This design comes from an exercise in tuning for small area, a short achievable clock period and few clock cycles per item on the open sky130 flow, not from production work.
Only simulation tests tie the RTL to the original design; equivalence was not proved.
Power is estimated from default activity; no workload was simulated.

`flow/design.v`:
```
package ivl2n_pkg;
  localparam int LANES             = 8;
  localparam int SAMPLE_W          = 8;
  localparam int LANE_CNT_W        = 4;
  localparam int SSQ_W             = 18;    
  localparam int MAX_ELEMENTS_LOG2 = 24;
  localparam int CNT_W             = MAX_ELEMENTS_LOG2 + 1;
  localparam int SUM_W             = 39;
  localparam int NORM_W            = 28;
  localparam int REM_W             = NORM_W;   
  localparam int STEP_W            = 5;
  localparam int WIN               = 3;      
  localparam logic [CNT_W-1:0] MAX_ELEMENTS = {1'b1, {MAX_ELEMENTS_LOG2{1'b0}}};
  localparam logic [SUM_W-1:0] SUM_BOUND    = {1'b1, {(SUM_W-1){1'b0}}};
endpackage
import ivl2n_pkg::*;
module ivl2n_lane
(
  input  logic                           clk_i,
  input  logic                           valid_i,   
  input  logic [LANES-1:0][SAMPLE_W-1:0] mag_i,
  output logic [SSQ_W-1:0]               ssq_o
);
  logic [58:0] st1_q;
  logic [43:0] st2_q;
  logic p1;
  logic p2;
  logic p3;
  logic p4;
  logic p5;
  logic p6;
  logic p7;
  logic p8;
  logic p9;
  logic p10;
  logic p11;
  logic p12;
  logic p13;
  logic p14;
  logic p15;
  logic p16;
  logic p17;
  logic p18;
  logic p19;
  logic p20;
  logic p21;
  logic p22;
  logic p23;
  logic p24;
  logic p25;
  logic p26;
  logic p27;
  logic p28;
  logic p29;
  logic p30;
  logic p31;
  logic p32;
  logic p33;
  logic p34;
  logic p35;
  logic p36;
  logic p37;
  logic p38;
  logic p39;
  logic p40;
  logic p41;
  logic p42;
  logic p43;
  logic p44;
  logic p45;
  logic p46;
  logic p47;
  logic p48;
  logic p49;
  logic p50;
  logic p51;
  logic p52;
  logic p53;
  logic p54;
  logic p55;
  logic p56;
  logic p57;
  logic p58;
  logic p59;
  logic p60;
  logic p61;
  logic p62;
  logic p63;
  logic p64;
  logic p65;
  logic p66;
  logic p67;
  logic p68;
  logic p69;
  logic p70;
  logic p71;
  logic p72;
  logic p73;
  logic p74;
  logic p75;
  logic p76;
  logic p77;
  logic p78;
  logic p79;
  logic p80;
  logic p81;
  logic p82;
  logic p83;
  logic p84;
  logic p85;
  logic p86;
  logic p87;
  logic p88;
  logic p89;
  logic p90;
  logic p91;
  logic p92;
  logic p93;
  logic p94;
  logic p95;
  logic p96;
  logic p97;
  logic p98;
  logic p99;
  logic p100;
  logic p101;
  logic p102;
  logic p103;
  logic p104;
  logic p105;
  logic p106;
  logic p107;
  logic p108;
  logic p109;
  logic p110;
  logic p111;
  logic p112;
  logic p113;
  logic p114;
  logic p115;
  logic p116;
  logic p117;
  logic p118;
  logic p119;
  logic p120;
  logic p121;
  logic p122;
  logic p123;
  logic p124;
  logic p125;
  logic p126;
  logic p127;
  logic p128;
  logic p129;
  logic p130;
  logic p131;
  logic p132;
  logic p133;
  logic p134;
  logic p135;
  logic p136;
  logic p137;
  logic p138;
  logic p139;
  logic p140;
  logic p141;
  logic p142;
  logic p143;
  logic p144;
  logic p145;
  logic p146;
  logic p147;
  logic p148;
  logic p149;
  logic p150;
  logic p151;
  logic p152;
  logic p153;
  logic p154;
  logic p155;
  logic p156;
  logic p157;
  logic p158;
  logic p159;
  logic p160;
  logic p161;
  logic p162;
  logic p163;
  logic p164;
  logic p165;
  logic p166;
  logic p167;
  logic p168;
  logic p169;
  logic p170;
  logic p171;
  logic p172;
  logic p173;
  logic p174;
  logic p175;
  logic p176;
  logic p177;
  logic p178;
  logic p179;
  logic p180;
  logic p181;
  logic p182;
  logic p183;
  logic p184;
  logic p185;
  logic p186;
  logic p187;
  logic p188;
  logic p189;
  logic p190;
  logic p191;
  logic p192;
  logic p193;
  logic p194;
  logic p195;
  logic p196;
  logic p197;
  logic p198;
  logic p199;
  logic p200;
  logic p201;
  logic p202;
  logic p203;
  logic p204;
  logic p205;
  logic p206;
  logic p207;
  logic p208;
  logic p209;
  logic p210;
  logic p211;
  logic p212;
  logic p213;
  logic p214;
  logic p215;
  logic p216;
  logic s217;
  logic c218;
  logic s219;
  logic c220;
  logic s221;
  logic c222;
  logic s223;
  logic c224;
  logic s225;
  logic c226;
  logic s227;
  logic c228;
  logic s229;
  logic c230;
  logic s231;
  logic c232;
  logic s233;
  logic c234;
  logic s235;
  logic c236;
  logic s237;
  logic c238;
  logic s239;
  logic c240;
  logic s241;
  logic c242;
  logic s243;
  logic c244;
  logic s245;
  logic c246;
  logic s247;
  logic c248;
  logic s249;
  logic c250;
  logic s251;
  logic c252;
  logic s253;
  logic c254;
  logic s255;
  logic c256;
  logic s257;
  logic c258;
  logic s259;
  logic c260;
  logic s261;
  logic c262;
  logic s263;
  logic c264;
  logic s265;
  logic c266;
  logic s267;
  logic c268;
  logic s269;
  logic c270;
  logic s271;
  logic c272;
  logic s273;
  logic c274;
  logic s275;
  logic c276;
  logic s277;
  logic c278;
  logic s279;
  logic c280;
  logic s281;
  logic c282;
  logic s283;
  logic c284;
  logic s285;
  logic c286;
  logic s287;
  logic c288;
  logic s289;
  logic c290;
  logic s291;
  logic c292;
  logic s293;
  logic c294;
  logic s295;
  logic c296;
  logic s297;
  logic c298;
  logic s299;
  logic c300;
  logic s301;
  logic c302;
  logic s303;
  logic c304;
  logic s305;
  logic c306;
  logic s307;
  logic c308;
  logic s309;
  logic c310;
  logic s311;
  logic c312;
  logic s313;
  logic c314;
  logic s315;
  logic c316;
  logic s317;
  logic c318;
  logic s319;
  logic c320;
  logic s321;
  logic c322;
  logic s323;
  logic c324;
  logic s325;
  logic c326;
  logic s327;
  logic c328;
  logic s329;
  logic c330;
  logic s331;
  logic c332;
  logic s333;
  logic c334;
  logic s335;
  logic c336;
  logic s337;
  logic c338;
  logic s339;
  logic c340;
  logic s341;
  logic c342;
  logic s343;
  logic c344;
  logic s345;
  logic c346;
  logic s347;
  logic c348;
  logic s349;
  logic c350;
  logic s351;
  logic c352;
  logic s353;
  logic c354;
  logic s355;
  logic c356;
  logic s357;
  logic c358;
  logic s359;
  logic c360;
  logic s361;
  logic c362;
  logic s363;
  logic c364;
  logic s365;
  logic c366;
  logic s367;
  logic c368;
  logic s369;
  logic c370;
  logic s371;
  logic c372;
  logic s373;
  logic c374;
  logic s375;
  logic c376;
  logic s377;
  logic c378;
  logic s379;
  logic c380;
  logic s381;
  logic c382;
  logic s383;
  logic c384;
  logic s385;
  logic c386;
  logic s387;
  logic c388;
  logic s389;
  logic c390;
  logic s391;
  logic c392;
  logic s393;
  logic c394;
  logic s395;
  logic c396;
  logic s397;
  logic c398;
  logic s399;
  logic c400;
  logic s401;
  logic c402;
  logic s403;
  logic c404;
  logic s405;
  logic c406;
  logic s407;
  logic c408;
  logic s409;
  logic c410;
  logic s411;
  logic c412;
  logic s413;
  logic c414;
  logic s415;
  logic c416;
  logic s417;
  logic c418;
  logic s419;
  logic c420;
  logic s421;
  logic c422;
  logic s423;
  logic c424;
  logic s425;
  logic c426;
  logic s427;
  logic c428;
  logic s429;
  logic c430;
  logic s431;
  logic c432;
  logic s433;
  logic c434;
  logic s435;
  logic c436;
  logic s437;
  logic c438;
  logic s439;
  logic c440;
  logic s441;
  logic c442;
  logic s443;
  logic c444;
  logic s445;
  logic c446;
  logic s447;
  logic c448;
  logic s449;
  logic c450;
  logic s451;
  logic c452;
  logic s453;
  logic c454;
  logic s455;
  logic c456;
  logic s457;
  logic c458;
  logic s459;
  logic c460;
  logic s461;
  logic c462;
  logic s463;
  logic c464;
  logic s465;
  logic c466;
  logic s467;
  logic c468;
  logic s469;
  logic c470;
  logic s471;
  logic c472;
  logic s473;
  logic c474;
  logic s475;
  logic c476;
  logic s477;
  logic c478;
  logic s479;
  logic c480;
  logic s481;
  logic c482;
  logic s483;
  logic c484;
  logic s485;
  logic c486;
  logic s487;
  logic c488;
  logic s489;
  logic c490;
  logic s491;
  logic c492;
  logic s493;
  logic c494;
  logic s495;
  logic c496;
  logic s497;
  logic c498;
  logic s499;
  logic c500;
  logic s501;
  logic c502;
  logic s503;
  logic c504;
  logic s505;
  logic c506;
  logic s507;
  logic c508;
  logic s509;
  logic c510;
  logic s511;
  logic c512;
  logic s513;
  logic c514;
  logic s515;
  logic c516;
  logic s517;
  logic c518;
  logic s519;
  logic c520;
  logic s521;
  logic c522;
  logic s523;
  logic c524;
  logic s525;
  logic c526;
  logic s527;
  logic c528;
  logic s529;
  logic c530;
  logic s531;
  logic c532;
  logic s533;
  logic c534;
  logic s535;
  logic c536;
  logic s537;
  logic c538;
  logic s539;
  logic c540;
  logic s541;
  logic c542;
  logic s543;
  logic c544;
  logic s545;
  logic c546;
  logic s547;
  logic c548;
  logic s549;
  logic c550;
  logic s551;
  logic c552;
  logic s553;
  logic c554;
  logic s555;
  logic c556;
  logic s557;
  logic c558;
  logic s559;
  logic c560;
  logic s561;
  logic c562;
  logic s563;
  logic c564;
  logic s565;
  logic c566;
  logic s567;
  logic c568;
  logic s569;
  logic c570;
  logic s571;
  logic c572;
  logic s573;
  logic c574;
  logic s575;
  logic c576;
  logic s577;
  logic c578;
  logic s579;
  logic c580;
  logic s581;
  logic c582;
  logic s583;
  logic c584;
  logic s585;
  logic c586;
  logic s587;
  logic c588;
  logic s589;
  logic c590;
  logic s591;
  logic c592;
  logic s593;
  logic c594;
  logic s595;
  logic c596;
  logic s597;
  logic c598;
  logic s599;
  logic c600;
  logic s601;
  logic c602;
  logic s603;
  logic c604;
  logic s605;
  logic c606;
  logic s607;
  logic c608;
  logic s609;
  logic c610;
  logic s611;
  logic c612;
  logic s613;
  logic c614;
  logic s615;
  logic c616;
  logic s617;
  logic c618;
  logic s619;
  logic c620;
  logic s621;
  logic c622;
  logic s623;
  logic c624;
  logic s625;
  logic c626;
  logic s627;
  logic c628;
  logic s629;
  logic c630;
  logic [17:0] row_a, row_b;
  assign p1 = mag_i[0][1] & ~mag_i[0][0];
  assign p2 = mag_i[0][1] & mag_i[0][0];
  assign p3 = mag_i[0][2] & ~mag_i[0][1];
  assign p4 = mag_i[0][2] & mag_i[0][1];
  assign p5 = mag_i[0][3] & ~mag_i[0][2];
  assign p6 = mag_i[0][3] & mag_i[0][2];
  assign p7 = mag_i[0][4] & ~mag_i[0][3];
  assign p8 = mag_i[0][4] & mag_i[0][3];
  assign p9 = mag_i[0][5] & ~mag_i[0][4];
  assign p10 = mag_i[0][5] & mag_i[0][4];
  assign p11 = mag_i[0][6] & ~mag_i[0][5];
  assign p12 = mag_i[0][6] & mag_i[0][5];
  assign p13 = mag_i[0][0] & mag_i[0][2];
  assign p14 = mag_i[0][0] & mag_i[0][3];
  assign p15 = mag_i[0][0] & mag_i[0][4];
  assign p16 = mag_i[0][0] & mag_i[0][5];
  assign p17 = mag_i[0][0] & mag_i[0][6];
  assign p18 = mag_i[0][1] & mag_i[0][3];
  assign p19 = mag_i[0][1] & mag_i[0][4];
  assign p20 = mag_i[0][1] & mag_i[0][5];
  assign p21 = mag_i[0][1] & mag_i[0][6];
  assign p22 = mag_i[0][2] & mag_i[0][4];
  assign p23 = mag_i[0][2] & mag_i[0][5];
  assign p24 = mag_i[0][2] & mag_i[0][6];
  assign p25 = mag_i[0][3] & mag_i[0][5];
  assign p26 = mag_i[0][3] & mag_i[0][6];
  assign p27 = mag_i[0][4] & mag_i[0][6];
  assign p28 = mag_i[1][1] & ~mag_i[1][0];
  assign p29 = mag_i[1][1] & mag_i[1][0];
  assign p30 = mag_i[1][2] & ~mag_i[1][1];
  assign p31 = mag_i[1][2] & mag_i[1][1];
  assign p32 = mag_i[1][3] & ~mag_i[1][2];
  assign p33 = mag_i[1][3] & mag_i[1][2];
  assign p34 = mag_i[1][4] & ~mag_i[1][3];
  assign p35 = mag_i[1][4] & mag_i[1][3];
  assign p36 = mag_i[1][5] & ~mag_i[1][4];
  assign p37 = mag_i[1][5] & mag_i[1][4];
  assign p38 = mag_i[1][6] & ~mag_i[1][5];
  assign p39 = mag_i[1][6] & mag_i[1][5];
  assign p40 = mag_i[1][0] & mag_i[1][2];
  assign p41 = mag_i[1][0] & mag_i[1][3];
  assign p42 = mag_i[1][0] & mag_i[1][4];
  assign p43 = mag_i[1][0] & mag_i[1][5];
  assign p44 = mag_i[1][0] & mag_i[1][6];
  assign p45 = mag_i[1][1] & mag_i[1][3];
  assign p46 = mag_i[1][1] & mag_i[1][4];
  assign p47 = mag_i[1][1] & mag_i[1][5];
  assign p48 = mag_i[1][1] & mag_i[1][6];
  assign p49 = mag_i[1][2] & mag_i[1][4];
  assign p50 = mag_i[1][2] & mag_i[1][5];
  assign p51 = mag_i[1][2] & mag_i[1][6];
  assign p52 = mag_i[1][3] & mag_i[1][5];
  assign p53 = mag_i[1][3] & mag_i[1][6];
  assign p54 = mag_i[1][4] & mag_i[1][6];
  assign p55 = mag_i[2][1] & ~mag_i[2][0];
  assign p56 = mag_i[2][1] & mag_i[2][0];
  assign p57 = mag_i[2][2] & ~mag_i[2][1];
  assign p58 = mag_i[2][2] & mag_i[2][1];
  assign p59 = mag_i[2][3] & ~mag_i[2][2];
  assign p60 = mag_i[2][3] & mag_i[2][2];
  assign p61 = mag_i[2][4] & ~mag_i[2][3];
  assign p62 = mag_i[2][4] & mag_i[2][3];
  assign p63 = mag_i[2][5] & ~mag_i[2][4];
  assign p64 = mag_i[2][5] & mag_i[2][4];
  assign p65 = mag_i[2][6] & ~mag_i[2][5];
  assign p66 = mag_i[2][6] & mag_i[2][5];
  assign p67 = mag_i[2][0] & mag_i[2][2];
  assign p68 = mag_i[2][0] & mag_i[2][3];
  assign p69 = mag_i[2][0] & mag_i[2][4];
  assign p70 = mag_i[2][0] & mag_i[2][5];
  assign p71 = mag_i[2][0] & mag_i[2][6];
  assign p72 = mag_i[2][1] & mag_i[2][3];
  assign p73 = mag_i[2][1] & mag_i[2][4];
  assign p74 = mag_i[2][1] & mag_i[2][5];
  assign p75 = mag_i[2][1] & mag_i[2][6];
  assign p76 = mag_i[2][2] & mag_i[2][4];
  assign p77 = mag_i[2][2] & mag_i[2][5];
  assign p78 = mag_i[2][2] & mag_i[2][6];
  assign p79 = mag_i[2][3] & mag_i[2][5];
  assign p80 = mag_i[2][3] & mag_i[2][6];
  assign p81 = mag_i[2][4] & mag_i[2][6];
  assign p82 = mag_i[3][1] & ~mag_i[3][0];
  assign p83 = mag_i[3][1] & mag_i[3][0];
  assign p84 = mag_i[3][2] & ~mag_i[3][1];
  assign p85 = mag_i[3][2] & mag_i[3][1];
  assign p86 = mag_i[3][3] & ~mag_i[3][2];
  assign p87 = mag_i[3][3] & mag_i[3][2];
  assign p88 = mag_i[3][4] & ~mag_i[3][3];
  assign p89 = mag_i[3][4] & mag_i[3][3];
  assign p90 = mag_i[3][5] & ~mag_i[3][4];
  assign p91 = mag_i[3][5] & mag_i[3][4];
  assign p92 = mag_i[3][6] & ~mag_i[3][5];
  assign p93 = mag_i[3][6] & mag_i[3][5];
  assign p94 = mag_i[3][0] & mag_i[3][2];
  assign p95 = mag_i[3][0] & mag_i[3][3];
  assign p96 = mag_i[3][0] & mag_i[3][4];
  assign p97 = mag_i[3][0] & mag_i[3][5];
  assign p98 = mag_i[3][0] & mag_i[3][6];
  assign p99 = mag_i[3][1] & mag_i[3][3];
  assign p100 = mag_i[3][1] & mag_i[3][4];
  assign p101 = mag_i[3][1] & mag_i[3][5];
  assign p102 = mag_i[3][1] & mag_i[3][6];
  assign p103 = mag_i[3][2] & mag_i[3][4];
  assign p104 = mag_i[3][2] & mag_i[3][5];
  assign p105 = mag_i[3][2] & mag_i[3][6];
  assign p106 = mag_i[3][3] & mag_i[3][5];
  assign p107 = mag_i[3][3] & mag_i[3][6];
  assign p108 = mag_i[3][4] & mag_i[3][6];
  assign p109 = mag_i[4][1] & ~mag_i[4][0];
  assign p110 = mag_i[4][1] & mag_i[4][0];
  assign p111 = mag_i[4][2] & ~mag_i[4][1];
  assign p112 = mag_i[4][2] & mag_i[4][1];
  assign p113 = mag_i[4][3] & ~mag_i[4][2];
  assign p114 = mag_i[4][3] & mag_i[4][2];
  assign p115 = mag_i[4][4] & ~mag_i[4][3];
  assign p116 = mag_i[4][4] & mag_i[4][3];
  assign p117 = mag_i[4][5] & ~mag_i[4][4];
  assign p118 = mag_i[4][5] & mag_i[4][4];
  assign p119 = mag_i[4][6] & ~mag_i[4][5];
  assign p120 = mag_i[4][6] & mag_i[4][5];
  assign p121 = mag_i[4][0] & mag_i[4][2];
  assign p122 = mag_i[4][0] & mag_i[4][3];
  assign p123 = mag_i[4][0] & mag_i[4][4];
  assign p124 = mag_i[4][0] & mag_i[4][5];
  assign p125 = mag_i[4][0] & mag_i[4][6];
  assign p126 = mag_i[4][1] & mag_i[4][3];
  assign p127 = mag_i[4][1] & mag_i[4][4];
  assign p128 = mag_i[4][1] & mag_i[4][5];
  assign p129 = mag_i[4][1] & mag_i[4][6];
  assign p130 = mag_i[4][2] & mag_i[4][4];
  assign p131 = mag_i[4][2] & mag_i[4][5];
  assign p132 = mag_i[4][2] & mag_i[4][6];
  assign p133 = mag_i[4][3] & mag_i[4][5];
  assign p134 = mag_i[4][3] & mag_i[4][6];
  assign p135 = mag_i[4][4] & mag_i[4][6];
  assign p136 = mag_i[5][1] & ~mag_i[5][0];
  assign p137 = mag_i[5][1] & mag_i[5][0];
  assign p138 = mag_i[5][2] & ~mag_i[5][1];
  assign p139 = mag_i[5][2] & mag_i[5][1];
  assign p140 = mag_i[5][3] & ~mag_i[5][2];
  assign p141 = mag_i[5][3] & mag_i[5][2];
  assign p142 = mag_i[5][4] & ~mag_i[5][3];
  assign p143 = mag_i[5][4] & mag_i[5][3];
  assign p144 = mag_i[5][5] & ~mag_i[5][4];
  assign p145 = mag_i[5][5] & mag_i[5][4];
  assign p146 = mag_i[5][6] & ~mag_i[5][5];
  assign p147 = mag_i[5][6] & mag_i[5][5];
  assign p148 = mag_i[5][0] & mag_i[5][2];
  assign p149 = mag_i[5][0] & mag_i[5][3];
  assign p150 = mag_i[5][0] & mag_i[5][4];
  assign p151 = mag_i[5][0] & mag_i[5][5];
  assign p152 = mag_i[5][0] & mag_i[5][6];
  assign p153 = mag_i[5][1] & mag_i[5][3];
  assign p154 = mag_i[5][1] & mag_i[5][4];
  assign p155 = mag_i[5][1] & mag_i[5][5];
  assign p156 = mag_i[5][1] & mag_i[5][6];
  assign p157 = mag_i[5][2] & mag_i[5][4];
  assign p158 = mag_i[5][2] & mag_i[5][5];
  assign p159 = mag_i[5][2] & mag_i[5][6];
  assign p160 = mag_i[5][3] & mag_i[5][5];
  assign p161 = mag_i[5][3] & mag_i[5][6];
  assign p162 = mag_i[5][4] & mag_i[5][6];
  assign p163 = mag_i[6][1] & ~mag_i[6][0];
  assign p164 = mag_i[6][1] & mag_i[6][0];
  assign p165 = mag_i[6][2] & ~mag_i[6][1];
  assign p166 = mag_i[6][2] & mag_i[6][1];
  assign p167 = mag_i[6][3] & ~mag_i[6][2];
  assign p168 = mag_i[6][3] & mag_i[6][2];
  assign p169 = mag_i[6][4] & ~mag_i[6][3];
  assign p170 = mag_i[6][4] & mag_i[6][3];
  assign p171 = mag_i[6][5] & ~mag_i[6][4];
  assign p172 = mag_i[6][5] & mag_i[6][4];
  assign p173 = mag_i[6][6] & ~mag_i[6][5];
  assign p174 = mag_i[6][6] & mag_i[6][5];
  assign p175 = mag_i[6][0] & mag_i[6][2];
  assign p176 = mag_i[6][0] & mag_i[6][3];
  assign p177 = mag_i[6][0] & mag_i[6][4];
  assign p178 = mag_i[6][0] & mag_i[6][5];
  assign p179 = mag_i[6][0] & mag_i[6][6];
  assign p180 = mag_i[6][1] & mag_i[6][3];
  assign p181 = mag_i[6][1] & mag_i[6][4];
  assign p182 = mag_i[6][1] & mag_i[6][5];
  assign p183 = mag_i[6][1] & mag_i[6][6];
  assign p184 = mag_i[6][2] & mag_i[6][4];
  assign p185 = mag_i[6][2] & mag_i[6][5];
  assign p186 = mag_i[6][2] & mag_i[6][6];
  assign p187 = mag_i[6][3] & mag_i[6][5];
  assign p188 = mag_i[6][3] & mag_i[6][6];
  assign p189 = mag_i[6][4] & mag_i[6][6];
  assign p190 = mag_i[7][1] & ~mag_i[7][0];
  assign p191 = mag_i[7][1] & mag_i[7][0];
  assign p192 = mag_i[7][2] & ~mag_i[7][1];
  assign p193 = mag_i[7][2] & mag_i[7][1];
  assign p194 = mag_i[7][3] & ~mag_i[7][2];
  assign p195 = mag_i[7][3] & mag_i[7][2];
  assign p196 = mag_i[7][4] & ~mag_i[7][3];
  assign p197 = mag_i[7][4] & mag_i[7][3];
  assign p198 = mag_i[7][5] & ~mag_i[7][4];
  assign p199 = mag_i[7][5] & mag_i[7][4];
  assign p200 = mag_i[7][6] & ~mag_i[7][5];
  assign p201 = mag_i[7][6] & mag_i[7][5];
  assign p202 = mag_i[7][0] & mag_i[7][2];
  assign p203 = mag_i[7][0] & mag_i[7][3];
  assign p204 = mag_i[7][0] & mag_i[7][4];
  assign p205 = mag_i[7][0] & mag_i[7][5];
  assign p206 = mag_i[7][0] & mag_i[7][6];
  assign p207 = mag_i[7][1] & mag_i[7][3];
  assign p208 = mag_i[7][1] & mag_i[7][4];
  assign p209 = mag_i[7][1] & mag_i[7][5];
  assign p210 = mag_i[7][1] & mag_i[7][6];
  assign p211 = mag_i[7][2] & mag_i[7][4];
  assign p212 = mag_i[7][2] & mag_i[7][5];
  assign p213 = mag_i[7][2] & mag_i[7][6];
  assign p214 = mag_i[7][3] & mag_i[7][5];
  assign p215 = mag_i[7][3] & mag_i[7][6];
  assign p216 = mag_i[7][4] & mag_i[7][6];
  assign {c218, s217} = 2'(mag_i[0][0]) + 2'(mag_i[1][0]) + 2'(mag_i[2][0]);
  assign {c220, s219} = 2'(mag_i[3][0]) + 2'(mag_i[4][0]) + 2'(mag_i[5][0]);
  assign {c222, s221} = 2'(p1) + 2'(p28) + 2'(p55);
  assign {c224, s223} = 2'(p82) + 2'(p109) + 2'(p136);
  assign {c226, s225} = 2'(p2) + 2'(p13) + 2'(p29);
  assign {c228, s227} = 2'(p40) + 2'(p56) + 2'(p67);
  assign {c230, s229} = 2'(p83) + 2'(p94) + 2'(p110);
  assign {c232, s231} = 2'(p121) + 2'(p137) + 2'(p148);
  assign {c234, s233} = 2'(p164) + 2'(p175) + 2'(p191);
  assign {c236, s235} = 2'(p3) + 2'(p14) + 2'(p30);
  assign {c238, s237} = 2'(p41) + 2'(p57) + 2'(p68);
  assign {c240, s239} = 2'(p84) + 2'(p95) + 2'(p111);
  assign {c242, s241} = 2'(p122) + 2'(p138) + 2'(p149);
  assign {c244, s243} = 2'(p165) + 2'(p176) + 2'(p192);
  assign {c246, s245} = 2'(p4) + 2'(p15) + 2'(p18);
  assign {c248, s247} = 2'(p31) + 2'(p42) + 2'(p45);
  assign {c250, s249} = 2'(p58) + 2'(p69) + 2'(p72);
  assign {c252, s251} = 2'(p85) + 2'(p96) + 2'(p99);
  assign {c254, s253} = 2'(p112) + 2'(p123) + 2'(p126);
  assign {c256, s255} = 2'(p139) + 2'(p150) + 2'(p153);
  assign {c258, s257} = 2'(p166) + 2'(p177) + 2'(p180);
  assign {c260, s259} = 2'(p193) + 2'(p204) + 2'(p207);
  assign {c262, s261} = 2'(p5) + 2'(p16) + 2'(p19);
  assign {c264, s263} = 2'(p32) + 2'(p43) + 2'(p46);
  assign {c266, s265} = 2'(p59) + 2'(p70) + 2'(p73);
  assign {c268, s267} = 2'(p86) + 2'(p97) + 2'(p100);
  assign {c270, s269} = 2'(p113) + 2'(p124) + 2'(p127);
  assign {c272, s271} = 2'(p140) + 2'(p151) + 2'(p154);
  assign {c274, s273} = 2'(p167) + 2'(p178) + 2'(p181);
  assign {c276, s275} = 2'(p194) + 2'(p205) + 2'(p208);
  assign {c278, s277} = 2'(p6) + 2'(p17) + 2'(p20);
  assign {c280, s279} = 2'(p22) + 2'(p33) + 2'(p44);
  assign {c282, s281} = 2'(p47) + 2'(p49) + 2'(p60);
  assign {c284, s283} = 2'(p71) + 2'(p74) + 2'(p76);
  assign {c286, s285} = 2'(p87) + 2'(p98) + 2'(p101);
  assign {c288, s287} = 2'(p103) + 2'(p114) + 2'(p125);
  assign {c290, s289} = 2'(p128) + 2'(p130) + 2'(p141);
  assign {c292, s291} = 2'(p152) + 2'(p155) + 2'(p157);
  assign {c294, s293} = 2'(p168) + 2'(p179) + 2'(p182);
  assign {c296, s295} = 2'(p184) + 2'(p195) + 2'(p206);
  assign {c298, s297} = 2'(p7) + 2'(p21) + 2'(p23);
  assign {c300, s299} = 2'(p34) + 2'(p48) + 2'(p50);
  assign {c302, s301} = 2'(p61) + 2'(p75) + 2'(p77);
  assign {c304, s303} = 2'(p88) + 2'(p102) + 2'(p104);
  assign {c306, s305} = 2'(p115) + 2'(p129) + 2'(p131);
  assign {c308, s307} = 2'(p142) + 2'(p156) + 2'(p158);
  assign {c310, s309} = 2'(p169) + 2'(p183) + 2'(p185);
  assign {c312, s311} = 2'(p196) + 2'(p210) + 2'(p212);
  assign {c314, s313} = 2'(p8) + 2'(p24) + 2'(p25);
  assign {c316, s315} = 2'(p35) + 2'(p51) + 2'(p52);
  assign {c318, s317} = 2'(p62) + 2'(p78) + 2'(p79);
  assign {c320, s319} = 2'(p89) + 2'(p105) + 2'(p106);
  assign {c322, s321} = 2'(p116) + 2'(p132) + 2'(p133);
  assign {c324, s323} = 2'(p143) + 2'(p159) + 2'(p160);
  assign {c326, s325} = 2'(p170) + 2'(p186) + 2'(p187);
  assign {c328, s327} = 2'(p197) + 2'(p213) + 2'(p214);
  assign {c330, s329} = 2'(p9) + 2'(p26) + 2'(p36);
  assign {c332, s331} = 2'(p53) + 2'(p63) + 2'(p80);
  assign {c334, s333} = 2'(p90) + 2'(p107) + 2'(p117);
  assign {c336, s335} = 2'(p134) + 2'(p144) + 2'(p161);
  assign {c338, s337} = 2'(p171) + 2'(p188) + 2'(p198);
  assign {c340, s339} = 2'(p10) + 2'(p27) + 2'(p37);
  assign {c342, s341} = 2'(p54) + 2'(p64) + 2'(p81);
  assign {c344, s343} = 2'(p91) + 2'(p108) + 2'(p118);
  assign {c346, s345} = 2'(p135) + 2'(p145) + 2'(p162);
  assign {c348, s347} = 2'(p172) + 2'(p189) + 2'(p199);
  assign {c350, s349} = 2'(p11) + 2'(p38) + 2'(p65);
  assign {c352, s351} = 2'(p92) + 2'(p119) + 2'(p146);
  assign {c354, s353} = 2'(p12) + 2'(p39) + 2'(p66);
  assign {c356, s355} = 2'(p93) + 2'(p120) + 2'(p147);
  assign {c358, s357} = 2'(mag_i[0][7]) + 2'(mag_i[1][7]) + 2'(mag_i[2][7]);
  assign {c360, s359} = 2'(mag_i[3][7]) + 2'(mag_i[4][7]) + 2'(mag_i[5][7]);
  assign {c362, s361} = 2'(s217) + 2'(s219) + 2'(mag_i[6][0]);
  assign {c364, s363} = 2'(s221) + 2'(s223) + 2'(p163);
  assign {c366, s365} = 2'(c222) + 2'(c224) + 2'(s225);
  assign {c368, s367} = 2'(s227) + 2'(s229) + 2'(s231);
  assign {c370, s369} = 2'(c226) + 2'(c228) + 2'(c230);
  assign {c372, s371} = 2'(c232) + 2'(c234) + 2'(s235);
  assign {c374, s373} = 2'(s237) + 2'(s239) + 2'(s241);
  assign {c376, s375} = 2'(c236) + 2'(c238) + 2'(c240);
  assign {c378, s377} = 2'(c242) + 2'(c244) + 2'(s245);
  assign {c380, s379} = 2'(s247) + 2'(s249) + 2'(s251);
  assign {c382, s381} = 2'(s253) + 2'(s255) + 2'(s257);
  assign {c384, s383} = 2'(c246) + 2'(c248) + 2'(c250);
  assign {c386, s385} = 2'(c252) + 2'(c254) + 2'(c256);
  assign {c388, s387} = 2'(c258) + 2'(c260) + 2'(s261);
  assign {c390, s389} = 2'(s263) + 2'(s265) + 2'(s267);
  assign {c392, s391} = 2'(s269) + 2'(s271) + 2'(s273);
  assign {c394, s393} = 2'(c262) + 2'(c264) + 2'(c266);
  assign {c396, s395} = 2'(c268) + 2'(c270) + 2'(c272);
  assign {c398, s397} = 2'(c274) + 2'(c276) + 2'(s277);
  assign {c400, s399} = 2'(s279) + 2'(s281) + 2'(s283);
  assign {c402, s401} = 2'(s285) + 2'(s287) + 2'(s289);
  assign {c404, s403} = 2'(s291) + 2'(s293) + 2'(s295);
  assign {c406, s405} = 2'(c278) + 2'(c280) + 2'(c282);
  assign {c408, s407} = 2'(c284) + 2'(c286) + 2'(c288);
  assign {c410, s409} = 2'(c290) + 2'(c292) + 2'(c294);
  assign {c412, s411} = 2'(c296) + 2'(s297) + 2'(s299);
  assign {c414, s413} = 2'(s301) + 2'(s303) + 2'(s305);
  assign {c416, s415} = 2'(s307) + 2'(s309) + 2'(s311);
  assign {c418, s417} = 2'(c298) + 2'(c300) + 2'(c302);
  assign {c420, s419} = 2'(c304) + 2'(c306) + 2'(c308);
  assign {c422, s421} = 2'(c310) + 2'(c312) + 2'(s313);
  assign {c424, s423} = 2'(s315) + 2'(s317) + 2'(s319);
  assign {c426, s425} = 2'(s321) + 2'(s323) + 2'(s325);
  assign {c428, s427} = 2'(c314) + 2'(c316) + 2'(c318);
  assign {c430, s429} = 2'(c320) + 2'(c322) + 2'(c324);
  assign {c432, s431} = 2'(c326) + 2'(c328) + 2'(s329);
  assign {c434, s433} = 2'(s331) + 2'(s333) + 2'(s335);
  assign {c436, s435} = 2'(c330) + 2'(c332) + 2'(c334);
  assign {c438, s437} = 2'(c336) + 2'(c338) + 2'(s339);
  assign {c440, s439} = 2'(s341) + 2'(s343) + 2'(s345);
  assign {c442, s441} = 2'(c340) + 2'(c342) + 2'(c344);
  assign {c444, s443} = 2'(c346) + 2'(c348) + 2'(s349);
  assign {c446, s445} = 2'(s351) + 2'(p173) + 2'(p200);
  assign {c448, s447} = 2'(c350) + 2'(c352) + 2'(s353);
  assign {c450, s449} = 2'(s355) + 2'(p174) + 2'(p201);
  assign {c452, s451} = 2'(c354) + 2'(c356) + 2'(s357);
  assign {c454, s453} = 2'(s359) + 2'(mag_i[6][7]) + 2'(mag_i[7][7]);
  assign {c456, s455} = 2'(c362) + 2'(c218) + 2'(c220);
  assign {c458, s457} = 2'(c364) + 2'(s365) + 2'(s367);
  assign {c460, s459} = 2'(c366) + 2'(c368) + 2'(s369);
  assign {c462, s461} = 2'(s371) + 2'(s373) + 2'(s243);
  assign {c464, s463} = 2'(c370) + 2'(c372) + 2'(c374);
  assign {c466, s465} = 2'(s375) + 2'(s377) + 2'(s379);
  assign {c468, s467} = 2'(c376) + 2'(c378) + 2'(c380);
  assign {c470, s469} = 2'(c382) + 2'(s383) + 2'(s385);
  assign {c472, s471} = 2'(s387) + 2'(s389) + 2'(s391);
  assign {c474, s473} = 2'(c384) + 2'(c386) + 2'(c388);
  assign {c476, s475} = 2'(c390) + 2'(c392) + 2'(s393);
  assign {c478, s477} = 2'(s395) + 2'(s397) + 2'(s399);
  assign {c480, s479} = 2'(s401) + 2'(s403) + 2'(p209);
  assign {c482, s481} = 2'(c394) + 2'(c396) + 2'(c398);
  assign {c484, s483} = 2'(c400) + 2'(c402) + 2'(c404);
  assign {c486, s485} = 2'(s405) + 2'(s407) + 2'(s409);
  assign {c488, s487} = 2'(s411) + 2'(s413) + 2'(s415);
  assign {c490, s489} = 2'(c406) + 2'(c408) + 2'(c410);
  assign {c492, s491} = 2'(c412) + 2'(c414) + 2'(c416);
  assign {c494, s493} = 2'(s417) + 2'(s419) + 2'(s421);
  assign {c496, s495} = 2'(s423) + 2'(s425) + 2'(s327);
  assign {c498, s497} = 2'(c418) + 2'(c420) + 2'(c422);
  assign {c500, s499} = 2'(c424) + 2'(c426) + 2'(s427);
  assign {c502, s501} = 2'(s429) + 2'(s431) + 2'(s433);
  assign {c504, s503} = 2'(c428) + 2'(c430) + 2'(c432);
  assign {c506, s505} = 2'(c434) + 2'(s435) + 2'(s437);
  assign {c508, s507} = 2'(s439) + 2'(s347) + 2'(p216);
  assign {c510, s509} = 2'(c436) + 2'(c438) + 2'(c440);
  assign {c512, s511} = 2'(s441) + 2'(s443) + 2'(s445);
  assign {c514, s513} = 2'(c442) + 2'(c444) + 2'(c446);
  assign {c516, s515} = 2'(c448) + 2'(c450) + 2'(s451);
  assign {c518, s517} = 2'(c452) + 2'(c454) + 2'(c358);
  assign {c520, s519} = 2'(c456) + 2'(s363) + 2'(p190);
  assign {c522, s521} = 2'(s457) + 2'(s233) + 2'(p202);
  assign {c524, s523} = 2'(c458) + 2'(s459) + 2'(s461);
  assign {c526, s525} = 2'(c460) + 2'(c462) + 2'(s463);
  assign {c528, s527} = 2'(s465) + 2'(s381) + 2'(s259);
  assign {c530, s529} = 2'(c464) + 2'(c466) + 2'(s467);
  assign {c532, s531} = 2'(s469) + 2'(s471) + 2'(s275);
  assign {c534, s533} = 2'(c468) + 2'(c470) + 2'(c472);
  assign {c536, s535} = 2'(s473) + 2'(s475) + 2'(s477);
  assign {c538, s537} = 2'(c474) + 2'(c476) + 2'(c478);
  assign {c540, s539} = 2'(c480) + 2'(s481) + 2'(s483);
  assign {c542, s541} = 2'(c482) + 2'(c484) + 2'(c486);
  assign {c544, s543} = 2'(c488) + 2'(s489) + 2'(s491);
  assign {c546, s545} = 2'(c490) + 2'(c492) + 2'(c494);
  assign {c548, s547} = 2'(c496) + 2'(s497) + 2'(s499);
  assign {c550, s549} = 2'(s501) + 2'(s337) + 2'(p215);
  assign {c552, s551} = 2'(c498) + 2'(c500) + 2'(c502);
  assign {c554, s553} = 2'(s503) + 2'(s505) + 2'(s507);
  assign {c556, s555} = 2'(c504) + 2'(c506) + 2'(c508);
  assign {c558, s557} = 2'(c510) + 2'(c512) + 2'(s513);
  assign {c560, s559} = 2'(c514) + 2'(s515) + 2'(s453);
  assign {c562, s561} = 2'(c516) + 2'(s517) + 2'(c360);
  assign {c564, s563} = 2'(st1_q[16]) + 2'(st1_q[17]) + 2'(st1_q[18]);
  assign {c566, s565} = 2'(st1_q[22]) + 2'(st1_q[23]) + 2'(st1_q[24]);
  assign {c568, s567} = 2'(st1_q[25]) + 2'(st1_q[26]);
  assign {c570, s569} = 2'(st1_q[28]) + 2'(st1_q[29]) + 2'(st1_q[30]);
  assign {c572, s571} = 2'(st1_q[31]) + 2'(st1_q[32]) + 2'(st1_q[33]);
  assign {c574, s573} = 2'(st1_q[34]) + 2'(st1_q[35]) + 2'(st1_q[36]);
  assign {c576, s575} = 2'(st1_q[37]) + 2'(st1_q[38]);
  assign {c578, s577} = 2'(st1_q[39]) + 2'(st1_q[40]) + 2'(st1_q[41]);
  assign {c580, s579} = 2'(st1_q[42]) + 2'(st1_q[43]);
  assign {c582, s581} = 2'(st1_q[44]) + 2'(st1_q[45]) + 2'(st1_q[46]);
  assign {c584, s583} = 2'(st1_q[47]) + 2'(st1_q[48]);
  assign {c586, s585} = 2'(st1_q[49]) + 2'(st1_q[50]) + 2'(st1_q[51]);
  assign {c588, s587} = 2'(st1_q[12]) + 2'(st1_q[13]);
  assign {c590, s589} = 2'(s563) + 2'(st1_q[19]) + 2'(st1_q[20]);
  assign {c592, s591} = 2'(s565) + 2'(s567) + 2'(st1_q[27]);
  assign {c594, s593} = 2'(s569) + 2'(s571) + 2'(c566);
  assign {c596, s595} = 2'(s573) + 2'(s575) + 2'(c570);
  assign {c598, s597} = 2'(s577) + 2'(s579) + 2'(c574);
  assign {c600, s599} = 2'(s581) + 2'(s583) + 2'(c578);
  assign {c602, s601} = 2'(s585) + 2'(st1_q[52]) + 2'(c582);
  assign {c604, s603} = 2'(st1_q[53]) + 2'(st1_q[54]);
  assign {c606, s605} = 2'(st2_q[6]) + 2'(st2_q[7]);
  assign {c608, s607} = 2'(st2_q[9]) + 2'(st2_q[10]) + 2'(st2_q[11]);
  assign {c610, s609} = 2'(st2_q[12]) + 2'(st2_q[13]) + 2'(st2_q[14]);
  assign {c612, s611} = 2'(st2_q[15]) + 2'(st2_q[16]) + 2'(st2_q[17]);
  assign {c614, s613} = 2'(st2_q[18]) + 2'(st2_q[19]) + 2'(st2_q[20]);
  assign {c616, s615} = 2'(st2_q[21]) + 2'(st2_q[22]) + 2'(st2_q[23]);
  assign {c618, s617} = 2'(st2_q[24]) + 2'(st2_q[25]) + 2'(st2_q[26]);
  assign {c620, s619} = 2'(st2_q[27]) + 2'(st2_q[28]) + 2'(st2_q[29]);
  assign {c622, s621} = 2'(st2_q[30]) + 2'(st2_q[31]) + 2'(st2_q[32]);
  assign {c624, s623} = 2'(st2_q[33]) + 2'(st2_q[34]) + 2'(st2_q[35]);
  assign {c626, s625} = 2'(st2_q[36]) + 2'(st2_q[37]) + 2'(st2_q[38]);
  assign {c628, s627} = 2'(st2_q[39]) + 2'(st2_q[40]) + 2'(st2_q[41]);
  assign {c630, s629} = 2'(st2_q[42]) + 2'(st2_q[43]);
  assign row_a = {c630, s629, s627, s625, s623, s621, s619, s617, s615, s613, s611, s609, s607, s605, st2_q[4], st2_q[3], st2_q[2], st2_q[0]};
  assign row_b = {1'b0, c628, c626, c624, c622, c620, c618, c616, c614, c612, c610, c608, c606, st2_q[8], st2_q[5], 1'b0, 1'b0, st2_q[1]};
  always_ff @(posedge clk_i) begin
    st1_q <= {c518, c562, s561, c560, s559, c558, s449, s447, s557, c556, s511, s509, s555, c554, c552, s553, s551, c550, c548, c546, s549, s547, s545, c544, c542, s495, s493, s543, s541, c540, c538, s487, s485, s539, s537, c536, c534, p211, s479, s535, s533, c532, c530, s531, s529, c528, c526, s527, s525, c524, p203, s523, c522, s521, c520, s519, s455, mag_i[7][0], s361};
    st2_q <= {st1_q[58], st1_q[57], c604, st1_q[56], st1_q[55], c602, c586, s603, c600, c584, s601, c598, c580, s599, c596, c576, s597, c594, c572, s595, c592, c568, s593, c590, c564, s591, c588, st1_q[21], s589, st1_q[15], st1_q[14], s587, st1_q[11], st1_q[10], st1_q[9], st1_q[8], st1_q[7], st1_q[6], st1_q[5], st1_q[4], st1_q[3], st1_q[2], st1_q[1], st1_q[0]};
    ssq_o <= valid_i ? row_a + row_b : '0;
  end
endmodule
import ivl2n_pkg::*;
module ivl2n_merge
(
  input  logic                  clk_i,
  input  logic                  rst_ni,
  input  logic                  valid_i,     
  input  logic                  valid_nx_i,  
  input  logic                  last_i,
  input  logic [LANE_CNT_W-1:0] lanes_i,
  input  logic [SSQ_W-1:0]      ssq_i,       
  input  logic                  free_i,      
  output logic                  avail_o,     
  output logic [SUM_W-1:0]      sum_o,
  output logic                  ovf_o,
  output logic [WIN-1:0]        root_o,      
  output logic [WIN:0]          rem_o,       
  output logic [STEP_W-1:0]     step_o,      
  output logic [1:0]            pair_o,
  output logic                  fin_d_o,     
  output logic                  hold_d_o
);
  localparam int PADW = 40 + 2 * WIN;
  logic [SUM_W-1:0]  acc_q, sum_d, fin_sum;
  logic [CNT_W-1:0]  cnt_q, cnt_sum, cnt_d;
  logic              ovf_q, ovf_d;
  logic              first_q, first_d, clr_q, clr_d, fin_q, fin_d;
  logic [18:0]       lo_sum;
  logic [20:0]       hi_inc;
  logic              hold_q, hold_d, load, hold_load;
  logic [SUM_W-1:0]  hold_sum_q;
  logic              hold_ovf_q;
  logic [WIN-1:0]    hold_root_q, win_root;
  logic [WIN:0]      hold_rem_q, win_rem;
  logic [STEP_W-1:0] hold_step_q, step_init;
  logic [1:0]        hold_pair_q, pair_init;
  logic [PADW-1:0]   pad;
  logic [19:0]       nz, top;
  logic              none;
  logic [2*WIN-1:0]  win;
  assign first_d  = valid_i ? last_i : first_q;
  assign clr_d    = valid_nx_i && first_d;
  assign lo_sum   = {1'b0, acc_q[17:0]} + {1'b0, ssq_i};
  assign hi_inc   = acc_q[38:18] + 21'd1;
  assign sum_d    = clr_q ? SUM_W'(ssq_i)
                  : {lo_sum[18] ? hi_inc : acc_q[38:18], lo_sum[17:0]};
  assign cnt_sum  = cnt_q + CNT_W'(lanes_i);
  assign cnt_d    = clr_q ? CNT_W'(lanes_i) : cnt_sum;
  assign ovf_d    = !clr_q && (ovf_q || (cnt_sum[CNT_W-1] && cnt_sum[CNT_W-2:0] != '0));
  assign fin_sum  = ovf_q ? SUM_BOUND : acc_q;
  assign pad = {1'b0, fin_sum, {(2*WIN){1'b0}}};
  always_comb begin
    for (int j = 0; j < 20; j++) nz[j] = pad[2*j+1+2*WIN -: 2] != 2'b00;
    for (int j = 0; j < 20; j++) begin
      top[j] = nz[j];
      for (int i = j + 1; i < 20; i++) top[j] = top[j] && !nz[i];
    end
    none      = (nz == '0);
    step_init = none ? STEP_W'(8 - WIN) : '0;
    win       = '0;
    pair_init = '0;
    for (int j = 0; j < 20; j++) begin
      if (top[j]) step_init = step_init | STEP_W'(j + 8 - WIN);
      win       = win | (top[j] ? pad[2*j+1+2*WIN -: 2*WIN] : '0);
      pair_init = pair_init | (top[j] ? pad[2*j+1 -: 2] : 2'b00);
    end
    win_root = '0;
    for (int r = 1; r < (1 << WIN); r++) begin
      if ((r * r) <= int'(win)) win_root = WIN'(r);
    end
    win_rem = (WIN+1)'(int'(win) - int'(win_root) * int'(win_root));
  end
  assign avail_o   = hold_q;
  assign sum_o     = hold_sum_q;
  assign ovf_o     = hold_ovf_q;
  assign root_o    = hold_root_q;
  assign rem_o     = hold_rem_q;
  assign step_o    = hold_step_q;
  assign pair_o    = hold_pair_q;
  assign load      = free_i && hold_q;
  assign hold_load = fin_q && (!hold_q || load);
  assign hold_d    = hold_load || (hold_q && !load);
  assign fin_d     = (valid_i && last_i) || (fin_q && !hold_load);
  assign fin_d_o   = fin_d;
  assign hold_d_o  = hold_d;
  always_ff @(posedge clk_i or negedge rst_ni) begin
    if (!rst_ni) begin
      first_q <= 1'b1;
      clr_q   <= 1'b0;
      fin_q   <= 1'b0;
      hold_q  <= 1'b0;
    end else begin
      first_q <= first_d;
      clr_q   <= clr_d;
      fin_q   <= fin_d;
      hold_q  <= hold_d;
    end
  end
  always_ff @(posedge clk_i) begin
    acc_q <= sum_d;
    cnt_q <= cnt_d;
    ovf_q <= ovf_d;
    if (hold_load) begin
      hold_sum_q  <= fin_sum;
      hold_ovf_q  <= ovf_q;
      hold_root_q <= win_root;
      hold_rem_q  <= win_rem;
      hold_step_q <= step_init;
      hold_pair_q <= pair_init;
    end
  end
endmodule
import ivl2n_pkg::*;
module ivl2n_sqrt
(
  input  logic              clk_i,
  input  logic              rst_ni,
  input  logic              avail_i,     
  input  logic [SUM_W-1:0]  sum_i,
  input  logic              ovf_i,
  input  logic [WIN-1:0]    root_i,      
  input  logic [WIN:0]      rem_i,       
  input  logic [STEP_W-1:0] step_i,      
  input  logic [1:0]        pair_i,
  input  logic              out_ready_i,
  output logic              free_o,      
  output logic              out_valid_o,
  output logic [SUM_W-1:0]  sum_o,
  output logic [NORM_W-1:0] norm_o,
  output logic              ovf_o
);
  logic              run_q, done_q, load, last_step;
  logic [SUM_W-1:0]  sum_q;
  logic              ovf_q;
  logic [28:0]       rem_q;          
  logic [NORM_W-1:0] root_q;
  logic [STEP_W-1:0] step_q, step_dec;
  logic [1:0]        pair_q, pair_dec;
  logic [39:0]       sum_ext;
  logic [31:0]       rem_sh, addend, rem_nx;
  logic              neg, ge;
  assign sum_ext = {1'b0, sum_q};
  assign step_dec = step_q - STEP_W'(1);
  always_comb begin
    pair_dec = 2'b00;
    for (int j = 8; j < 28; j++) begin
      if (step_dec == STEP_W'(j)) pair_dec = sum_ext[2*j-15 -: 2];
    end
  end
  assign neg    = rem_q[28];
  assign rem_sh = {{1{neg}}, rem_q, pair_q};
  assign addend = {{2{!neg}}, root_q ^ {NORM_W{!neg}}, 2'b11};
  assign rem_nx = rem_sh + addend;
  assign ge     = !rem_nx[31];
  assign last_step = (step_q == '0);
  assign free_o    = !run_q && (!done_q || out_ready_i);
  assign load      = avail_i && free_o;
  always_ff @(posedge clk_i or negedge rst_ni) begin
    if (!rst_ni) begin
      run_q  <= 1'b0;
      done_q <= 1'b0;
    end else begin
      if (load) begin
        run_q  <= 1'b1;
        done_q <= 1'b0;
      end else if (run_q) begin
        if (last_step) begin
          run_q  <= 1'b0;
          done_q <= 1'b1;
        end
      end else if (out_ready_i) begin
        done_q <= 1'b0;
      end
    end
  end
  always_ff @(posedge clk_i) begin
    if (load) begin
      sum_q <= sum_i;
      ovf_q <= ovf_i;
    end
    if (load) begin
      root_q <= NORM_W'(root_i);
    end else if (run_q) begin
      root_q <= {root_q[NORM_W-2:0], ge};
    end
    rem_q  <= load ? 29'(rem_i) : rem_nx[28:0];
    step_q <= load ? step_i : step_dec;
    pair_q <= load ? pair_i : pair_dec;
  end
  assign out_valid_o = done_q;
  assign sum_o       = sum_q;
  assign norm_o      = root_q;
  assign ovf_o       = ovf_q;
endmodule
import ivl2n_pkg::*;
module int8_vector_l2_norm
(
  input  logic        clk_i,
  input  logic        rst_ni,
  input  logic        in_valid,
  output logic        in_ready,
  input  logic [7:0]  in_sample_0,
  input  logic [7:0]  in_sample_1,
  input  logic [7:0]  in_sample_2,
  input  logic [7:0]  in_sample_3,
  input  logic [7:0]  in_sample_4,
  input  logic [7:0]  in_sample_5,
  input  logic [7:0]  in_sample_6,
  input  logic [7:0]  in_sample_7,
  input  logic [3:0]  in_lane_count,
  input  logic        in_last,
  output logic        out_valid,
  input  logic        out_ready,
  output logic [38:0] out_sum_of_squares,
  output logic [27:0] out_norm_fixed,
  output logic        out_overflow
);
  logic [LANES-1:0][SAMPLE_W-1:0] samples, mag;
  logic [LANE_CNT_W-1:0]          lanes_clamped;
  logic                           accept, in_ready_q, in_ready_d;
  logic [LANES-1:0][SAMPLE_W-1:0] a_mag_q;
  logic [LANE_CNT_W-1:0]          a_lanes_q, b1_lanes_q, b2_lanes_q, b3_lanes_q;
  logic                           a_valid_q, b1_valid_q, b2_valid_q, b3_valid_q;
  logic                           a_last_q, b1_last_q, b2_last_q, b3_last_q;
  logic                           a_lastv_d;
  logic [SSQ_W-1:0]               ssq;
  logic                           avail, free, fin_d, hold_d, idle_d;
  logic [SUM_W-1:0]               fin_sum;
  logic                           fin_ovf;
  logic [WIN-1:0]                 fin_root;
  logic [WIN:0]                   fin_rem;
  logic [STEP_W-1:0]              fin_step;
  logic [1:0]                     fin_pair;
  logic [5:0]                     owe;
  logic                           owe_le1, owe_eq2;
  assign samples = {in_sample_7, in_sample_6, in_sample_5, in_sample_4,
                    in_sample_3, in_sample_2, in_sample_1, in_sample_0};
  assign accept        = in_valid && in_ready_q;
  assign lanes_clamped = (in_lane_count > 4'd8) ? 4'd8 : in_lane_count;
  for (genvar k = 0; k < LANES; k++) begin : g_mag
    assign mag[k] = (in_lane_count <= 4'(k)) ? 8'd0 :
                    samples[k][7] ? 8'(-samples[k]) : samples[k];
  end
  assign a_lastv_d = accept && in_last;
  assign owe = {a_lastv_d, a_valid_q && a_last_q, b1_valid_q && b1_last_q,
                b2_valid_q && b2_last_q, fin_d, hold_d};
  always_comb begin
    owe_le1 = 1'b1;
    owe_eq2 = 1'b0;
    for (int i = 0; i < 6; i++) begin
      for (int j = i + 1; j < 6; j++) begin
        if (owe[i] && owe[j]) owe_le1 = 1'b0;
      end
    end
    for (int i = 0; i < 6; i++) begin
      for (int j = i + 1; j < 6; j++) begin
        if (owe[i] && owe[j] && (owe & ~((6'd1 << i) | (6'd1 << j))) == '0) owe_eq2 = 1'b1;
      end
    end
  end
  assign in_ready_d = owe_le1 || (owe_eq2 && idle_d);
  assign idle_d    = free && !avail;
  always_ff @(posedge clk_i or negedge rst_ni) begin
    if (!rst_ni) begin
      in_ready_q <= 1'b1;
      a_valid_q  <= 1'b0;
      b1_valid_q <= 1'b0;
      b2_valid_q <= 1'b0;
      b3_valid_q <= 1'b0;
    end else begin
      in_ready_q <= in_ready_d;
      a_valid_q  <= accept;
      b1_valid_q <= a_valid_q;
      b2_valid_q <= b1_valid_q;
      b3_valid_q <= b2_valid_q;
    end
  end
  always_ff @(posedge clk_i) begin
    a_mag_q    <= mag;
    a_lanes_q  <= lanes_clamped;
    a_last_q   <= in_last;
    b1_lanes_q <= a_lanes_q;
    b1_last_q  <= a_last_q;
    b2_lanes_q <= b1_lanes_q;
    b2_last_q  <= b1_last_q;
    b3_lanes_q <= b2_valid_q ? b2_lanes_q : '0;
    b3_last_q  <= b2_last_q;
  end
  assign in_ready = in_ready_q;
  ivl2n_lane u_lane (
    .clk_i   (clk_i),
    .valid_i (b2_valid_q),
    .mag_i   (a_mag_q),
    .ssq_o (ssq)
  );
  ivl2n_merge u_merge (
    .clk_i    (clk_i),
    .rst_ni   (rst_ni),
    .valid_i    (b3_valid_q),
    .valid_nx_i (b2_valid_q),
    .last_i   (b3_last_q),
    .lanes_i  (b3_lanes_q),
    .ssq_i    (ssq),
    .free_i   (free),
    .avail_o  (avail),
    .sum_o    (fin_sum),
    .ovf_o    (fin_ovf),
    .root_o   (fin_root),
    .rem_o    (fin_rem),
    .step_o   (fin_step),
    .pair_o   (fin_pair),
    .fin_d_o  (fin_d),
    .hold_d_o (hold_d)
  );
  ivl2n_sqrt u_sqrt (
    .clk_i       (clk_i),
    .rst_ni      (rst_ni),
    .avail_i     (avail),
    .sum_i       (fin_sum),
    .ovf_i       (fin_ovf),
    .root_i      (fin_root),
    .rem_i       (fin_rem),
    .step_i      (fin_step),
    .pair_i      (fin_pair),
    .out_ready_i (out_ready),
    .free_o      (free),
    .out_valid_o (out_valid),
    .sum_o       (out_sum_of_squares),
    .norm_o      (out_norm_fixed),
    .ovf_o       (out_overflow)
  );
endmodule
```
`flow/run.sh`:
```
#!/bin/bash
# synth_recipe.tcl (not shown) runs the flow's synth.tcl, then flattens the netlist and writes it again
# the make line also repeats each setting of config.mk as NAME=value (left out here)
make -C /OpenROAD-flow-scripts/flow DESIGN_CONFIG=/design/flow/config.mk WORK_HOME=/design/flow/orfs CLKGATE_MAP_FILE= SYNTH_SCRIPT=/design/flow/synth_recipe.tcl finish
```
`flow/config.mk`:
```
export PLATFORM = sky130hd
export DESIGN_NAME = int8_vector_l2_norm
export DESIGN_NICKNAME = int8_vector_l2_norm
export VERILOG_FILES = /design/flow/design.v
export SDC_FILE = /design/flow/constraint.sdc
export NUM_CORES = 4
export LEC_CHECK = 0
export CAP_MARGIN = 20
export CORE_MARGIN = 2
export CORE_UTILIZATION = 60
export SETUP_SLACK_MARGIN = 3.8
export SLEW_MARGIN = 20
```
`flow/constraint.sdc`:
```
create_clock -name core_clock -period 6.5 [get_ports {clk_i}]
set_input_delay 1.3000 -clock core_clock [delete_from_list [all_inputs] [get_ports {clk_i}]]
set_output_delay 1.3000 -clock core_clock [all_outputs]
set_load 0.01 [all_outputs]
```
==> run notes, run 1 <==
status finished clean; Worst path max stage delay 0.40 ns; RSZ-0062 raised after global routing true; EDFF count, synth 97; area post-placement 28010 sq um; Util after Layout 0.7639; worst path bufs/invs 2; Slew @ Worst Pin around 0.95 ns; WL final 69420 microns; Worst Skew approximately 0.016 ns; Post-route DRC 0; clock slew at reported path FFs 0.06 ns; fraction of registers with async set/reset 0.02506; number of global-route vias before repair 20748; Synth Instances about 2700; Vias between 20000 and 25000; CTS sink count between 400 and 500; maximum fanout along the worst path 8; wire per inst 19.31 microns; total gr overflow 0; Lkg Pwr between 10 and 15 nW; chip width 212.0 microns; Final Critical Period roughly 3.5 ns; sequential share of the synthesized area 0.3780; ANT nets after route 0; share of total power in combinational logic 0.542; Post-synth top flop dfxtp_1; sw frac 0.4122; first-pass GRT wire length between 100000 and 150000 microns; Root Buffer clkbuf_16; Routability Congestion 0.9318; TNS Setup 0 ns; Slowest cell on crit path or3_4; fill count 2835; fin crit share 0.5422; Synth cell types 94; input/output buffers 142; I/O Pins roughly 140; Syn Nets a little over 3000; Starting Density 0.6055; synthesized area per cell just under 10 sq um; die area 44960 sq um; Tot GR Track Use 0.3052; Ys Warns 4; WHS about 0.32 ns; Critical Path RT 6.84 ns; CTS tree done; most frequent cells in the layout inv_1, dfxtp_1, nor2_1; worst-path cell chain nor4_4 -> nand4_4 -> buf_4 -> or3_4 -> nor2_4 -> a221oi_2 -> o2111a_2 -> buf_4 -> a31oi_2 -> o221a_4 -> ha_4 -> nand2_1 -> a21o_1 -> mux2i_1 -> xnor2_1; Final HPWL DP 48270 microns; clock buffer depth 3; DRT Pass-1 Iters 7; Fmax 283.7 MHz; Hold WC Path Type reg2reg; share of the synthesized area in the top cell type 0.2552; dominant cells by area after synthesis dfxtp_1, fa_1, edfxtp_1; register bit total from synthesis around 440; cell area after synthesis 25970 sq um; initial antenna violation count 0; clock latency (worst-skew pair) 0.59 ns; CP delay by family, top simple AND/OR/NAND/NOR gates; Num CTS Buffers 48; CTS H-tree lvls 2; ratio of cells with drive above 1 in the final layout 0.2435; Yosys top cell by area dfxtp_1; Net Switching 6.964 mW; Final nets 3340; ant diodes 0; Max Slew Vio Count 0; final setup fails 0; Max-Slew Margin vs Limit 0.3651; Design Area, Final 32760 sq um; MaxCap Viol Count 0; CP Class reg2reg; Max VDD drop 0.4124 mV; sequential share of power 0.286; Layout area overhead 26.15%; cell-internal power 9.931 mW; pwr/cell area a little over 500 nW/um^2; most used cell, CP buf_4; Setup crit start kind flop; Die H 212.0 microns; CP endpoint kind flop; hold_buf cts 0; Core Region 42890 sq um; Rows 76; largest net degree at the start of global routing 68; Via-to-Cell Ratio about 5.7; clock power share 0.172; Final Hold Fails 0; initial DRC count approximately 1600; most common cell after layout, fill and taps aside inv_1; worst path arrival time between 3 and 4 ns
-- what timing repair did --
action	CTS	global route
endpoints found under the setup margin	281	187
buffers inserted	110	66
pin swaps	148	154
cloned	4	1
gates resized for setup	404	238
-- per-layer routing --
metal	GRT usage	routed length [microns]	up-vias
li1	-	-	9449
met1	0.3910	28330	9986
met2	0.5285	34460	746
met3	0.04313	3916	207
met4	0.1102	2718	0
met5	0	0	-
-- Yosys cell counts, drive strengths merged (6+ instances only) --
library cell  instances
dfxtp               331
inv                 330
nor2                241
fa                  201
and2                198
nand2               134
o21ai               116
a21oi               105
xnor2               103
edfxtp               97
ha                   93
nor2b                91
xor2                 54
clkbuf               50
nor3                 47
nand2b               40
mux2i                38
or3                  30
nand3                28
nor4                 24
o21a                 24
o31ai                22
a21o                 19
buf                  19
and3                 16
nand4                15
a31oi                14
o211ai               14
a221oi               13
o22ai                12
a211oi               11
a22oi                10
dfrtp                 9
or2                   9
nor3b                 7
a221o                 6
a22o                  6
mux2                  6
o21bai                6
-- through the flow --
stage / setup slack, ns / total power [mW] / instances
finish: 2.976 / 16.90 / 3595
global route: 2.901 / 18.08 / 3595
CTS: 3.041 / 15.82 / 3528
detailed placement: 2.150 / 11.83 / 3327
global placement: 2.283 / 11.58 / 3327
floorplan: 3.155 / 9.904 / 2663
-- power by group through the flow --
stage,Sequential [mW],Clock (mW),Combinational (mW)
floorplan,4.44,0,5.47
global placement,4.79,0,6.78
detailed placement,4.84,0,6.99
CTS,4.78,2.96,8.08
global route,4.93,3.07,10.1
finish,4.83,2.91,9.16
-- area by class of cell --
| type | instances | area [sq um] | share of cell area |
|---|---|---|---|
| clock buffers | 69 | 1393 | 0.04251 |
| clock inverters | 18 | 307.8 | 0.009395 |
| inverters | 330 | 1254 | 0.03827 |
| multi-input cells | 1825 | 15910 | 0.4857 |
| flip-flops and latches | 439 | 10080 | 0.3078 |
| well taps | 585 | 732.0 | 0.02234 |
| repair buffers | 328 | 3072 | 0.09376 |
| repair inverters | 1 | 8.758 | 0.0002673 |
-- sequential cells by signal, indices dropped and copies added (netlist names), 3 cells and up --
name,count
a_mag_q,64
u_lane.st1_q,59
u_lane.st2_q,44
u_merge.acc_q,39
u_merge.hold_sum_q,39
u_sqrt.sum_q,39
u_sqrt.rem_q,29
u_sqrt.root_q,28
u_merge.cnt_q,25
u_lane.ssq_o,18
u_merge.hold_step_q,5
u_sqrt.step_q,5
a_lanes_q,4
b1_lanes_q,4
b2_lanes_q,4
b3_lanes_q,4
u_merge.hold_rem_q,4
u_merge.hold_root_q,3
-- kinds of logic (layout without fill, tap and decap cells) --
group | count (synthesis) | after routing | share of synthesized area
flops | 439 | 439 | 0.3780
buf+inv | 399 | 746 | 0.05989
fa+ha+maj | 295 | 295 | 0.2001
xor+xnor | 157 | 157 | 0.05295
compound gates | 422 | 422 | 0.1052
simple gates | 907 | 907 | 0.1865
mux | 44 | 44 | 0.01725
-- worst paths after layout --
| kind | slack (ns) | endpoint | from | cells past startpoint |
|---|---|---|---|---|
| max | 2.98 | u_merge.hold_rem_q[3]$_DFFE_PP_ | u_merge.acc_q[38]$_SDFFE_PP0P_ | 15 |
| min | 0.32 | u_lane.st2_q[6]$_DFF_P_ | u_lane.st1_q[6]$_DFF_P_ | 0 |
| max in group asynchronous | 5.07 | u_merge.clr_q$_DFF_PN0_ | rst_ni | 1 |
| min in group asynchronous | 1.05 | u_sqrt.done_q$_DFFE_PN0P_ | rst_ni | 1 |
| min reg2reg | 0.32 | u_lane.st2_q[6]$_DFF_P_ | u_lane.st1_q[6]$_DFF_P_ | 0 |
| max reg2reg | 2.98 | u_merge.hold_rem_q[3]$_DFFE_PP_ | u_merge.acc_q[38]$_SDFFE_PP0P_ | 15 |
Testbench counts, summed over its fixed seeds: cycles 29,676, vectors 1,600.
==> inputs of run 2 (changes only) <==
--- a/flow/config.mk
+++ b/flow/config.mk
@@ -8,5 +8,5 @@
 export CAP_MARGIN = 20
 export CORE_MARGIN = 2
 export CORE_UTILIZATION = 60
-export SETUP_SLACK_MARGIN = 3.8
+export SETUP_SLACK_MARGIN = 3.5
 export SLEW_MARGIN = 20
==> run 2 against run 1 <==
Compared with the run above: worst hold slack got worse by 0.00061 ns; largest cell class unchanged; first-iteration DRC count is 9.5% lower; combinational power down 11%; clock power decreased by 2%; still clean on timing, DRC and antenna; global-route usage decreased by 1.5 points; highest routed layer unchanged; power decreased by 6.7%; maximum frequency increased by 0.28%; area after synthesis did not move.
==> run notes, run 2 <==
status finished clean; Slowest cell on crit path dfxtp_4; fin crit share 0.5407; maximum fanout along the worst path 7; most frequent cells in the layout inv_1, dfxtp_1, nor2_1; hold_buf cts 0; CP delay by family, top simple AND/OR/NAND/NOR gates; Inst Count DP between 3000 and 4000; Final HPWL DP 47310 microns; Final Critical Period 3.515 ns; ratio of cells with drive above 1 in the final layout 0.1499; Ys Warns 4; Post-synth top flop dfxtp_1; Top reg by flops a_mag_q; Die H 212.0 microns; Max VDD drop roughly 0.30 mV; Post-route DRC 0; Hold Path Origin u_lane.st1_q[14]$_DFF_P_; DRT Pass-1 Iters 5; Largest register FFs 64; launch point of the worst reg-to-reg path u_merge.ovf_q$_DFF_P_; top cells by count, synth dfxtp_1, inv_1, nor2_1; Power Total 15.76 mW; RSZ-0062 raised after global routing true; worst-path cell chain nor4_4 -> buf_4 -> buf_4 -> nand2_1 -> nor2_2 -> a221oi_2 -> a21oi_1 -> nor4_4 -> nand4_1 -> o221a_4 -> mux2_4 -> ha_4 -> inv_2; Lkg Pwr between 10 and 15 nW; Setup crit start u_merge.ovf_q$_DFF_P_; clock buffer depth 3; Starting Density 0.6055; worst path bufs/invs 3; area post-placement around 28000 sq um; clock slew at reported path FFs ~0.06 ns; I/O Pins 143; Yosys top cell by area dfxtp_1; Synth Instances roughly 2700; Vias 19642; wire per inst about 18 microns; initial DRC count 1462; Top Registers a_mag_q x64, u_lane.st1_q x59, u_lane.st2_q x44; Final nets 3258; Util after Layout 0.7289; ant diodes 0; clock latency (worst-skew pair) 0.58 ns; Hold WC Path Type reg2reg; WL final 64400 microns; Root Buffer clkbuf_16; cell area after synthesis 25970 sq um; largest net degree at the start of global routing 81; Syn Nets 3030; Tot GR Track Use 0.2901; Layout area overhead 20.38%; input/output buffers 142; fill count slightly above 3000; pwr/cell area 504.1 nW/um^2; FF/Latch Area 9993 sq um; Routability Congestion 0.9179; total gr overflow 0; most common cell after layout, fill and taps aside inv_1; worst path arrival time 3.85 ns; Rows 76; dominant cells by area after synthesis dfxtp_1, fa_1, edfxtp_1; Placement Setup Slack approximately 2.3 ns; initial antenna violation count 0; chip width 212.0 microns; ANT nets after route 0; CP endpoint kind flop; Worst Skew 0.01551 ns; Setup crit start kind flop; fraction of registers with async set/reset 0.02506; Max Slew Vio Count 0; CP Class reg2reg; Num CTS Buffers 48; most frequent cell after synthesis dfxtp_1; post-route insts no fill approximately 3500; MaxCap Viol Count 0; EDFF count, synth 97; first-pass GRT wire length 102100 microns; multi-input logic area 15320 sq um; die area 44960 sq um; TNS Setup 0 ns; Max-Slew Margin vs Limit 0.2759; CTS tree done; Core Region 42890 sq um; Slew @ Worst Pin approximately 1.1 ns; CTS H-tree lvls 2; Synth cell types 94; Fmax 284.5 MHz; synthesized area per cell 9.752 sq um; WHS 0.3232 ns; Critical Path RT 6.84 ns; Final Hold Fails 0; Via-to-Cell Ratio 5.590; final setup fails 0; number of global-route vias before repair 19661; register bit total from synthesis 439; CTS sink count 439; share of the synthesized area in the top cell type 0.2552; worst setup margin 2.985 ns; sequential share of the synthesized area 0.3780; Worst path max stage delay 0.42 ns; Design Area, Final 31260 sq um
run 2: cell counts after synthesis:
No cell type changed its count.
run 2: worst paths after layout:
kind                                                    to  depth (start not counted)  slack (ns)
hold / removal                    u_lane.st2_q[13]$_DFF_P_                          0        0.32
setup reg to reg           u_merge.hold_rem_q[1]$_DFFE_PP_                         13        2.99
min in group asynchronous        u_sqrt.done_q$_DFFE_PN0P_                          1        1.05
max in group asynchronous          u_merge.clr_q$_DFF_PN0_                          1        5.07
setup / recovery           u_merge.hold_rem_q[1]$_DFFE_PP_                         13        2.99
hold reg to reg                   u_lane.st2_q[13]$_DFF_P_                          0        0.32
run 2: final cells by class:
type / instances / area share
flip-flops and latches: 439 / 0.3197
clock inverters: 28 / 0.01173
repair buffers: 246 / 0.07353
inverters: 330 / 0.03967
well taps: 585 / 0.02341
multi-input cells: 1826 / 0.4902
clock buffers: 60 / 0.04179
run 2: power breakdown:
part           switching (mW)  leakage (nW)  total (mW)  internal, mW
clock network            1.12         0.822        2.84          1.72
logic                    4.43          8.57        8.12          3.69
registers               0.889          3.81        4.80          3.91
total                    6.44          13.2        15.8          9.32
run 2: cells by family (layout without fill, tap and decap cells):
| kind of cell | count (synthesis) | count (layout) | synth area share |
|---|---|---|---|
| flip-flops | 439 | 439 | 0.3780 |
| AND/OR/NAND/NOR | 907 | 908 | 0.1865 |
| XOR/XNOR | 157 | 157 | 0.05295 |
| buffers and inverters | 399 | 664 | 0.05989 |
| adder cells (fa/ha/maj) | 295 | 295 | 0.2001 |
| AO/OA/AOI/OAI | 422 | 422 | 0.1052 |
| multiplexers | 44 | 44 | 0.01725 |
run 2: metal layers:
metal  global-route usage  share of wire
met1               0.3940           0.44
met2               0.4794           0.48
met3              0.04609          0.055
met4              0.09058          0.027
met5                    0              0
run 2: repair_timing:
action	4_1_cts	5_1_grt
hold endpoints to repair	0	0
setup endpoints to repair	104	59
setup buffers	59	33
gates cloned	3	1
resized for setup	126	165
pin swaps	44	62

Setup slack of run 2, layout unchanged: 2.985 ns with ideal ports, 2.985 ns with driving cells assumed (clock clkbuf_16, inputs buf_2), 2.985 ns with port delays also shifted by the 0.635 ns mid clock arrival.
